Background: an optimization exercise with open tools, aiming at a short achievable clock period and few clock cycles. Do not read the settings as production practice. Function was checked by simulation only, so behaviour that the tests miss may differ from the original. Power is estimated from default activity; no workload was simulated.

==> tundra: inputs <==
==> flow/design.v <==
package bcs_pkg;
  localparam int MaxVars = 16;
  localparam int MaxRules = 64;
  localparam int ValueBits = 8;
  localparam int VarBits = 4;
  localparam int RuleBits = 6;
  localparam logic [1:0] OpAdd = 2'd0;
  localparam logic [1:0] OpDom = 2'd1;
  localparam logic [1:0] OpSolve = 2'd2;
  localparam logic [1:0] StAccepted = 2'd0;
  localparam logic [1:0] StFull = 2'd1;
  localparam logic [1:0] StValue = 2'd2;
  localparam logic [1:0] StNone = 2'd3;
  localparam logic [2:0] RelEq = 3'd0;
  localparam logic [2:0] RelNe = 3'd1;
  localparam logic [2:0] RelLt = 3'd2;
  localparam logic [2:0] RelGt = 3'd3;
  localparam logic [2:0] RelLe = 3'd4;
  localparam logic [2:0] RelGe = 3'd5;
  typedef struct packed {
    logic [VarBits-1:0] a;
    logic [VarBits-1:0] b;
    logic [2:0] rel;
    logic absm;
    logic signed [8:0] k;
  } rule_t;
  typedef enum logic [3:0] {
    S_IDLE, S_NEXT, S_RREQ, S_RCHK, S_ACCEPT, S_BACK, S_OREQ, S_OUT
  } state_t;
  function automatic logic relate(input logic [2:0] rel, input logic signed [10:0] x,
                                  input logic signed [10:0] y);
    logic r;
    unique case (rel)
      RelEq: r = (x == y);
      RelNe: r = (x != y);
      RelLt: r = (x < y);
      RelGt: r = (x > y);
      RelLe: r = (x <= y);
      RelGe: r = (x >= y);
      default: r = 1'b0;
    endcase
    relate = r;
  endfunction
endpackage
module bcs_rule_mem (
  input  logic clk,
  input  logic we,
  input  logic [bcs_pkg::RuleBits-1:0] waddr,
  input  bcs_pkg::rule_t wdata,
  input  logic [bcs_pkg::RuleBits-1:0] raddr,
  output bcs_pkg::rule_t rdata
);
  localparam int W = 2 * bcs_pkg::VarBits + 13;   
  logic [W-1:0] mem [bcs_pkg::MaxRules];
  always_ff @(posedge clk) begin
    if (we) mem[waddr] <= wdata;
    rdata <= mem[raddr];
  end
endmodule
module bcs_val_mem (
  input  logic clk,
  input  logic we,
  input  logic [bcs_pkg::VarBits-1:0] waddr,
  input  logic signed [bcs_pkg::ValueBits-1:0] wdata,
  input  logic [bcs_pkg::VarBits-1:0] raddr,
  output logic signed [bcs_pkg::ValueBits-1:0] rdata
);
  logic signed [bcs_pkg::ValueBits-1:0] mem [bcs_pkg::MaxVars];
  always_ff @(posedge clk) begin
    if (we) mem[waddr] <= wdata;
    rdata <= mem[raddr];
  end
endmodule
module backtracking_constraint_solver (
  input  logic clk,
  input  logic rst,
  input  logic start,
  output logic busy,
  input  logic [1:0] op,
  input  logic [3:0] var_a,
  input  logic [3:0] var_b,
  input  logic [2:0] relation,
  input  logic abs_mode,
  input  logic signed [8:0] rule_const,
  input  logic signed [7:0] dom_min,
  input  logic signed [7:0] dom_max,
  input  logic num_vars_we,
  input  logic [4:0] num_vars_wdata,
  output logic strobe,
  output logic [1:0] status,
  output logic [3:0] var_index,
  output logic signed [7:0] value,
  output logic last
);
  localparam int VB = bcs_pkg::ValueBits;
  localparam int XB = bcs_pkg::VarBits;
  localparam int RB = bcs_pkg::RuleBits;
  bcs_pkg::state_t state, state_next;
  logic [4:0] num_vars;
  logic [RB:0] rule_count;
  logic signed [VB-1:0] dlo [bcs_pkg::MaxVars];
  logic signed [VB-1:0] dhi [bcs_pkg::MaxVars];
  logic signed [VB:0] cand [bcs_pkg::MaxVars];
  logic [XB-1:0] depth;
  logic [4:0] nv;
  logic [RB:0] ridx;
  bcs_pkg::rule_t rule_q;
  logic rwe;
  bcs_pkg::rule_t rwdata, rrdata;
  logic vwe;
  logic [XB-1:0] vraddr;
  logic signed [VB-1:0] vrdata;
  always_comb begin
    rwdata.a = var_a;
    rwdata.b = var_b;
    rwdata.rel = relation;
    rwdata.absm = abs_mode;
    rwdata.k = rule_const;
  end
  assign busy = (state != bcs_pkg::S_IDLE);
  logic acc;
  assign acc = start && !busy;
  assign rwe = acc && op == bcs_pkg::OpAdd && !rule_count[RB];
  bcs_rule_mem u_rules (
    .clk(clk), .we(rwe), .waddr(rule_count[RB-1:0]), .wdata(rwdata),
    .raddr(ridx[RB-1:0]), .rdata(rrdata)
  );
  assign rule_q = rrdata;
  logic ina, inb, applies;
  logic [XB-1:0] other;
  always_comb begin
    ina = (rule_q.a == depth);
    inb = (rule_q.b == depth);
    other = ina ? rule_q.b : rule_q.a;
    applies = (ina || inb) && (other < depth);
  end
  assign vraddr = (state == bcs_pkg::S_OREQ) ? depth : other;
  assign vwe = (state == bcs_pkg::S_ACCEPT);
  bcs_val_mem u_vals (
    .clk(clk), .we(vwe), .waddr(depth), .wdata(cand[depth][VB-1:0]),
    .raddr(vraddr), .rdata(vrdata)
  );
  logic signed [10:0] cv, ov, x, y, d;
  logic ok;
  always_comb begin
    cv = 11'(cand[depth]);
    ov = 11'(vrdata);
    x = ina ? cv : ov;
    y = ina ? ov : cv;
    d = x - y;
    if (d < 0) d = -d;
    if (rule_q.absm) ok = bcs_pkg::relate(rule_q.rel, d, 11'(rule_q.k));
    else ok = bcs_pkg::relate(rule_q.rel, x, y);
  end
  logic [4:0] nclamp;
  always_comb begin
    if (num_vars == 5'd0) nclamp = 5'd1;
    else if (num_vars > 5'(bcs_pkg::MaxVars)) nclamp = 5'(bcs_pkg::MaxVars);
    else nclamp = num_vars;
  end
  always_ff @(posedge clk) begin
    if (rst) state <= bcs_pkg::S_IDLE;
    else state <= state_next;
  end
  always_comb begin
    state_next = state;
    unique case (state)
      bcs_pkg::S_IDLE: if (acc && op == bcs_pkg::OpSolve) state_next = bcs_pkg::S_NEXT;
      bcs_pkg::S_NEXT: begin
        if (cand[depth] > 9'(dlo[depth]) && cand[depth] > 9'(dhi[depth]))
          state_next = bcs_pkg::S_BACK;
        else if (cand[depth] > 9'(dhi[depth])) state_next = bcs_pkg::S_BACK;
        else if (ridx >= rule_count) state_next = bcs_pkg::S_ACCEPT;
        else state_next = bcs_pkg::S_RREQ;
      end
      bcs_pkg::S_RREQ: state_next = bcs_pkg::S_RCHK;
      bcs_pkg::S_RCHK: state_next = bcs_pkg::S_NEXT;
      bcs_pkg::S_ACCEPT: state_next = (5'(depth) + 5'd1 >= nv) ? bcs_pkg::S_OREQ
                                                               : bcs_pkg::S_NEXT;
      bcs_pkg::S_BACK: state_next = (depth == '0) ? bcs_pkg::S_IDLE : bcs_pkg::S_NEXT;
      bcs_pkg::S_OREQ: state_next = bcs_pkg::S_OUT;
      bcs_pkg::S_OUT: state_next = (5'(depth) + 5'd1 >= nv) ? bcs_pkg::S_IDLE
                                                            : bcs_pkg::S_OREQ;
      default: state_next = bcs_pkg::S_IDLE;
    endcase
  end
  always_ff @(posedge clk) begin
    if (rst) begin
      num_vars <= 5'd1;
      rule_count <= '0;
      for (int i = 0; i < bcs_pkg::MaxVars; i++) begin
        dlo[i] <= '0;
        dhi[i] <= '0;
      end
      strobe <= 1'b0;
      depth <= '0;
      ridx <= '0;
    end else begin
      strobe <= 1'b0;
      if (num_vars_we) num_vars <= num_vars_wdata;
      unique case (state)
        bcs_pkg::S_IDLE: begin
          if (acc) begin
            unique case (op)
              bcs_pkg::OpAdd: begin
                strobe <= 1'b1;
                status <= rule_count[RB] ? bcs_pkg::StFull : bcs_pkg::StAccepted;
                var_index <= '0; value <= '0; last <= 1'b1;
                if (!rule_count[RB]) rule_count <= rule_count + 1'b1;
              end
              bcs_pkg::OpDom: begin
                strobe <= 1'b1;
                status <= bcs_pkg::StAccepted;
                var_index <= '0; value <= '0; last <= 1'b1;
                dlo[var_a] <= dom_min;
                dhi[var_a] <= dom_max;
              end
              bcs_pkg::OpSolve: begin
                nv <= nclamp;
                depth <= '0;
                ridx <= '0;
                cand[0] <= 9'(dlo[0]);
              end
              default: ;
            endcase
          end
        end
        bcs_pkg::S_NEXT: ;
        bcs_pkg::S_RREQ: ;
        bcs_pkg::S_RCHK: begin
          if (applies && !ok) begin
            cand[depth] <= cand[depth] + 1'b1;
            ridx <= '0;
          end else ridx <= ridx + 1'b1;
        end
        bcs_pkg::S_ACCEPT: begin
          ridx <= '0;
          if (5'(depth) + 5'd1 >= nv) depth <= '0;
          else begin
            depth <= depth + 1'b1;
            cand[depth + 1'b1] <= 9'(dlo[depth + 1'b1]);
          end
        end
        bcs_pkg::S_BACK: begin
          ridx <= '0;
          if (depth == '0) begin
            strobe <= 1'b1;
            status <= bcs_pkg::StNone;
            var_index <= '0; value <= '0; last <= 1'b1;
          end else begin
            depth <= depth - 1'b1;
            cand[depth - 1'b1] <= cand[depth - 1'b1] + 1'b1;
          end
        end
        bcs_pkg::S_OREQ: ;
        bcs_pkg::S_OUT: begin
          strobe <= 1'b1;
          status <= bcs_pkg::StValue;
          var_index <= depth;
          value <= vrdata;
          last <= (5'(depth) + 5'd1 >= nv);
          depth <= depth + 1'b1;
        end
        default: ;
      endcase
    end
  end
endmodule
==> flow/run.sh <==
#!/bin/bash
# synth_recipe.tcl (not shown) runs the flow's synth.tcl, then flattens the netlist and writes it again
# the make line also repeats each setting of config.mk as NAME=value (left out here)
make -C /OpenROAD-flow-scripts/flow DESIGN_CONFIG=/design/flow/config.mk WORK_HOME=/design/flow/orfs CLKGATE_MAP_FILE= SYNTH_SCRIPT=/design/flow/synth_recipe.tcl finish
==> flow/config.mk <==
export PLATFORM = sky130hd
export DESIGN_NAME = backtracking_constraint_solver
export DESIGN_NICKNAME = backtracking_constraint_solver
export VERILOG_FILES = /design/flow/design.v
export SDC_FILE = /design/flow/constraint.sdc
export NUM_CORES = 4
export LEC_CHECK = 0
export CAP_MARGIN = 20
export CORE_MARGIN = 2
export CORE_UTILIZATION = 40
export SLEW_MARGIN = 20
==> flow/constraint.sdc <==
create_clock -name core_clock -period 10.0 [get_ports {clk}]
set_input_delay 2.0000 -clock core_clock [delete_from_list [all_inputs] [get_ports {clk}]]
set_output_delay 2.0000 -clock core_clock [all_outputs]
set_load 0.01 [all_outputs]
==> inputs of maple, as changes to tundra <==
--- a/flow/design.v
+++ b/flow/design.v
@@ -55,6 +55,6 @@
   always_ff @(posedge clk) begin
     if (we) mem[waddr] <= wdata;
-    rdata <= mem[raddr];
-  end
+  end
+  assign rdata = mem[raddr];
 endmodule
 module bcs_val_mem (
@@ -69,6 +69,6 @@
   always_ff @(posedge clk) begin
     if (we) mem[waddr] <= wdata;
-    rdata <= mem[raddr];
-  end
+  end
+  assign rdata = mem[raddr];
 endmodule
 module backtracking_constraint_solver (
@@ -124,6 +124,29 @@
   bcs_rule_mem u_rules (
     .clk(clk), .we(rwe), .waddr(rule_count[RB-1:0]), .wdata(rwdata),
-    .raddr(ridx[RB-1:0]), .rdata(rrdata)
+    .raddr(cur_r), .rdata(rrdata)
   );
+  logic [XB-1:0] sa [bcs_pkg::MaxRules];
+  logic [XB-1:0] sb [bcs_pkg::MaxRules];
+  always_ff @(posedge clk) begin
+    if (rwe) begin
+      sa[rule_count[RB-1:0]] <= var_a;
+      sb[rule_count[RB-1:0]] <= var_b;
+    end
+  end
+  logic [RB-1:0] cur_r;
+  logic cur_none;
+  always_comb begin
+    logic [bcs_pkg::MaxRules-1:0] appl;
+    for (int r = 0; r < bcs_pkg::MaxRules; r++)
+      appl[r] = (7'(r) < rule_count) && (7'(r) >= ridx)
+                && ((sa[r] == depth && sb[r] < depth) || (sb[r] == depth && sa[r] < depth));
+    cur_r = '0;
+    cur_none = 1'b1;
+    for (int r = bcs_pkg::MaxRules - 1; r >= 0; r--)
+      if (appl[r]) begin
+        cur_r = 6'(r);
+        cur_none = 1'b0;
+      end
+  end
   assign rule_q = rrdata;
   logic ina, inb, applies;
@@ -135,5 +158,5 @@
     applies = (ina || inb) && (other < depth);
   end
-  assign vraddr = (state == bcs_pkg::S_OREQ) ? depth : other;
+  assign vraddr = (state == bcs_pkg::S_OREQ || state == bcs_pkg::S_OUT) ? depth : other;
   assign vwe = (state == bcs_pkg::S_ACCEPT);
   bcs_val_mem u_vals (
@@ -166,17 +189,20 @@
     state_next = state;
     unique case (state)
-      bcs_pkg::S_IDLE: if (acc && op == bcs_pkg::OpSolve) state_next = bcs_pkg::S_NEXT;
+      bcs_pkg::S_IDLE: if (acc && op == bcs_pkg::OpSolve) state_next = bcs_pkg::S_RCHK;
       bcs_pkg::S_NEXT: begin
         if (cand[depth] > 9'(dlo[depth]) && cand[depth] > 9'(dhi[depth]))
           state_next = bcs_pkg::S_BACK;
         else if (cand[depth] > 9'(dhi[depth])) state_next = bcs_pkg::S_BACK;
-        else if (ridx >= rule_count) state_next = bcs_pkg::S_ACCEPT;
-        else state_next = bcs_pkg::S_RREQ;
+        else state_next = bcs_pkg::S_RCHK;
       end
       bcs_pkg::S_RREQ: state_next = bcs_pkg::S_RCHK;
-      bcs_pkg::S_RCHK: state_next = bcs_pkg::S_NEXT;
+      bcs_pkg::S_RCHK: begin
+        if (cand[depth] > 9'(dhi[depth])) state_next = bcs_pkg::S_BACK;
+        else if (cur_none) state_next = bcs_pkg::S_ACCEPT;
+        else state_next = bcs_pkg::S_RCHK;
+      end
       bcs_pkg::S_ACCEPT: state_next = (5'(depth) + 5'd1 >= nv) ? bcs_pkg::S_OREQ
-                                                               : bcs_pkg::S_NEXT;
-      bcs_pkg::S_BACK: state_next = (depth == '0) ? bcs_pkg::S_IDLE : bcs_pkg::S_NEXT;
+                                                               : bcs_pkg::S_RCHK;
+      bcs_pkg::S_BACK: state_next = (depth == '0) ? bcs_pkg::S_IDLE : bcs_pkg::S_RCHK;
       bcs_pkg::S_OREQ: state_next = bcs_pkg::S_OUT;
       bcs_pkg::S_OUT: state_next = (5'(depth) + 5'd1 >= nv) ? bcs_pkg::S_IDLE
@@ -229,8 +255,9 @@
         bcs_pkg::S_RREQ: ;
         bcs_pkg::S_RCHK: begin
-          if (applies && !ok) begin
+          if (cand[depth] > 9'(dhi[depth]) || cur_none) ;
+          else if (applies && !ok) begin
             cand[depth] <= cand[depth] + 1'b1;
             ridx <= '0;
-          end else ridx <= ridx + 1'b1;
+          end else ridx <= 7'(cur_r) + 1'b1;
         end
         bcs_pkg::S_ACCEPT: begin
--- a/flow/config.mk
+++ b/flow/config.mk
@@ -9,3 +9,4 @@
 export CORE_MARGIN = 2
 export CORE_UTILIZATION = 40
+export SETUP_SLACK_MARGIN = 5
 export SLEW_MARGIN = 20
==> run notes <==
quantity                                                                           tundra                     maple
Floorplan Core Area                                                         199,700 sq um             241,000 sq um
Seq pwr                                                                           9.03 mW                   8.93 mW
Via count of the first global-routing pass                                         39,640                    71,940
Clock Power Share                                                                   43.2%                     44.8%
Die Area                                                                    204,400 sq um             246,600 sq um
Outcome                                                           complete, no violations           failed layout checks
Violated checks                                                                         -              setup timing
Worst hold start                                                 num_vars[3]$_SDFFE_PP0P_  num_vars[1]$_SDFFE_PP0P_
Final setup violation count                                                             0                       295
LEAKAGE                                                                          28.27 nW                  45.76 nW
Overall fraction of global-route tracks in use                                     19.49%                    30.15%
M1 WL                                                                            85.29 mm                  158.9 mm
Top fanout value on the critical path                                                  25                        11
Slack of the worst reg-to-reg path                                                1270 ps                  -2990 ps
Number of gates resized after CTS                                                       0                       275
Insertion delay of the later-clocked pin in the worst-skew pair                    850 ps                    910 ps
Area fraction in compound gates after synthesis                                    1.776%                    8.684%
Number of post-CTS setup repair buffers                                                 0                        68
Post-place setup slack                                                            1194 ps                  -4005 ps
Distinct cell type count after synthesis                                               88                       130
Non-clock buffering overhead in the final layout                                   1.950%                    11.70%
Power density relative to cell area                                         182.3 nW/um^2             146.5 nW/um^2
Testbench counts of tundra, summed over its fixed seeds: cycles 1,379,155.
Testbench counts of maple, summed over its fixed seeds: cycles 121,757.

[re-timing with driven ports]
In the flow no input, the clock included, has a driving cell. The finished layouts below were timed again as built, in two steps. Step 1: set_driving_cell puts a clkbuf_16 on clk and a buf_2 on each other input, an assumption about the parent block. Step 2 also shifts input and output timing later by t, the mid clock arrival at the registers, as if the neighbouring blocks saw the same clock. a / b / c = ideal / step 1 / step 2; a / b = the first two.
run	shift t [ns]	setup WS [ns]	hold slack, ns	latest minus earliest clock arrival (ns)
tundra	0.899	1.265 / 1.265 / 1.265	0.522 / 0.522 / 0.522	0.071 / 0.071
maple	0.977	-2.990 / -2.990 / -2.990	0.522 / 0.522 / 0.522	0.079 / 0.079
